Background: an optimization exercise with open tools, aiming at small area, a short achievable clock period and few clock cycles per item. Do not read the settings as production practice. Function was checked by simulation only, so behaviour that the tests miss may differ from the original.

==> inputs of job 6214 <==
## wheel_color_strip_generator_top
module wheel_color_strip_generator_top
(
   input  logic        clock,
   input  logic        reset,
   input  logic        req_tvalid,
   output logic        req_tready,
   input  logic [63:0] req_tdata,    
   output logic        rsp_tvalid,
   input  logic        rsp_tready,
   output logic [31:0] rsp_tdata,    
   output logic        rsp_tlast,    
   input  logic        csr_psel,
   input  logic        csr_penable,
   input  logic        csr_pwrite,
   input  logic [4:0]  csr_paddr,
   input  logic [31:0] csr_pwdata,
   output logic [31:0] csr_prdata,
   output logic        csr_pready
);
clock: 22.0 ns
lec_check: 0
abc_area: 1
cap_margin: 20
core_margin: 2
core_utilization: 40
slew_margin: 20
synth_memory_max_bits: 16384
run.sh (not shown) runs the stock make flow with config.mk's settings and CLKGATE_MAP_FILE= SYNTH_SCRIPT=/design/flow/synth_recipe.tcl, a recipe that flattens the netlist after the stock synthesis.
==> inputs of job 1311, as changes to job 6214 <==
--- a/flow/config.mk
+++ b/flow/config.mk
@@ -6,5 +6,4 @@
 export NUM_CORES = 4
 export LEC_CHECK = 0
-export ABC_AREA = 1
 export CAP_MARGIN = 20
 export CORE_MARGIN = 2
==> comparison table <==
quantity                                                                    job 1311                  job 6214
Outcome                                                               finished clean            finished clean
Maximum clock rate                                                         62.07 MHz                 68.99 MHz
Share of layout cells above drive strength 1                                  5.642%                    5.193%
Number of cells on the worst reg-to-reg path                                      59                        75
Worst Min Path Start                                                       acc_ff[3]             u_div.busy_ff
Maximum number of pins on one net before global-route repair                      98                        83
Total clock buffers created by CTS                                                34                        37
Area fraction of the dominant cell type after synthesis                       12.19%                    14.69%
Required time worst endpoint                                                22390 ps                  22520 ps
Post-synthesis compound-gate area fraction                                    26.10%                    15.61%
Highest-delay cell along the critical path                    sky130_fd_sc_hd__inv_1  sky130_fd_sc_hd__nand2_1
Critical Path Max Stage Delay                                                 780 ps                    660 ps
Worst reg2reg endpoint                                             fade_rom_value[4]         fade_rom_value[5]
Testbench counts of job 6214, summed over its fixed seeds: cycles 19,264, items 3,072.
Testbench counts of job 1311, summed over its fixed seeds: cycles 19,264, items 3,072.

==> run C <==
Another version of the RTL of wheel_color_strip_generator_top (not shown whole).
make LEC_CHECK=0 ABC_AREA=1 CAP_MARGIN=20 CORE_MARGIN=2 CORE_UTILIZATION=55 SLEW_MARGIN=20 SYNTH_MEMORY_MAX_BITS=16384 finish   # period 22.0 ns
==> run Y: changes against run C <==
--- a/flow/design.v
+++ b/flow/design.v
@@ -28,26 +28,22 @@
    localparam logic [2:0] REG_OWN_ADDRESS   = 3'd6;
    localparam logic [2:0] REG_NODE_COUNT    = 3'd7;
    logic [2:0] index;
    logic       write;
    assign index = csr_paddr[4:2];
    assign write = csr_psel & csr_penable & csr_pwrite;
    assign csr_pready = 1'b1;
    always_comb begin
-      case (index)
-         REG_PATTERN_SPEED: csr_prdata = {24'd0, pattern_speed};
-         REG_FADE_SPEED:    csr_prdata = {24'd0, fade_speed};
-         REG_FADE_SYNCED:   csr_prdata = {31'd0, fade_synced};
-         REG_BRIGHTNESS:    csr_prdata = {24'd0, brightness_scale};
-         REG_TIMING_MODE:   csr_prdata = {30'd0, timing_mode};
-         REG_INSIDE_MODE:   csr_prdata = {30'd0, inside_mode};
-         REG_OWN_ADDRESS:   csr_prdata = {24'd0, own_address};
-         default:           csr_prdata = {24'd0, node_count};
-      endcase
+      logic [7:0] lo, hi;
+      lo = csr_paddr[3] ? (csr_paddr[2] ? brightness_scale : {7'd0, fade_synced})
+                        : (csr_paddr[2] ? fade_speed : pattern_speed);
+      hi = csr_paddr[3] ? (csr_paddr[2] ? node_count : own_address)
+                        : (csr_paddr[2] ? {6'd0, inside_mode} : {6'd0, timing_mode});
+      csr_prdata = {24'd0, csr_paddr[4] ? hi : lo};
    end
    always_ff @(posedge clock) begin
       if (reset) begin
          pattern_speed    <= 8'd42;
          fade_speed       <= 8'd0;
          fade_synced      <= 1'b0;
          brightness_scale <= 8'd255;
          timing_mode      <= 2'd0;
@@ -86,26 +82,28 @@
    output logic        last,        
    output logic [7:0]  q_w,
    output logic [8:0]  q_f
 );
    localparam int STEPS = 3;
    function automatic logic [8:0] step(input logic [7:0] rem, input logic nb, input logic [7:0] d);
       logic [8:0] r;
       logic       b;
+      logic [9:0] t;
       r = {rem, nb};
-      b = (r >= {1'b0, d});
-      if (b) r = r - {1'b0, d};
-      step = {b, r[7:0]};
+      t = {1'b0, r} - {2'b0, d};
+      b = !t[9];
+      step = {b, b ? t[7:0] : r[7:0]};
    endfunction
    function automatic logic [8:0] qstep(input logic [8:0] q, input logic b);
       logic [9:0] t;
+      logic [10:0] u;
       t = {q, 1'b0};
-      if (t >= 10'd314) t = t - 10'd314;
-      qstep = t[8:0] | {8'd0, b};
+      u = {1'b0, t} - 11'd314;
+      qstep = (u[10] ? t[8:0] : u[8:0]) | {8'd0, b};
    endfunction
    logic        a_busy_ff;
    logic [2:0]  a_cnt_ff;
    logic [29:0] aw_ff, af_ff;
    logic [7:0]  arw_ff, arf_ff;
    logic [8:0]  aqf_ff;
    logic [29:0] aw0, af0, aw, af;
    logic [7:0]  arw0, arf0, arw, arf;
ABC_AREA = default   (was 1)
CTS_BUF_LIST = sky130_fd_sc_hd__clkbuf_4   (was default)
==> flow_summary_export.csv <==
group,metric,value,unit
outcome,status,"did not finish",
outcome,haltStage,"synthesis",
outcome,firstError,"ERROR: ABC failed with status B",
yosys,yosysWarningCount,4,
The numbers above come from run C.

==> flow_summary_export.csv <==
group,metric,value,unit
global_routing,grt_pass1_vias,33800,
global_routing,grt_first_pass_wirelength,190,mm
yosys,yosysWarningCount,4,
yosys,ys_ff_latch,304,
setup_path,cp_slowest_cell,"clkdlybuf4s50_1",
outcome,status,"timing/DRC/antenna clean",
floorplan,die_h,266,um
The numbers above come from run Y.

Testbench counts of run C, summed over its fixed seeds: cycles 19,520, items 3,072.
Testbench counts of run Y, summed over its fixed seeds: cycles 19,520, items 3,072.

[re-timing with driven ports]
In the flow no input, the clock included, has a driving cell. The finished layouts below were timed again as built, in two steps.
Step 1 assumes that a clkbuf_16 drives the clock port and a buf_2 every other input.
Step 2, shift: input delay + t, output delay - t, t = (earliest + latest rising clock arrival at the registers) / 2. This alone moves slack from input paths to output paths.
Three values: ideal, step 1, step 2; two values: the first two.
run	t, ns	slack for setup (ns)	worst setup path after step 2	clock arrival spread, ns	slew at the worst register clock pin (ns)
job 6214	0.629	7.506 / 7.506 / 7.506	register to register	0.062 / 0.063	0.07 / 0.07
job 1311	0.633	5.890 / 5.890 / 5.890	register to register	0.025 / 0.025	0.07 / 0.07
run Y	0.887	10.697 / 10.676 / 10.676	input to output	0.084 / 0.085	0.07 / 0.07
After both steps setup and hold are still met in every run listed. The setup slack of run Y, which loses most, moves by -0.021 ns with the drivers and by -0.021 ns with both steps.
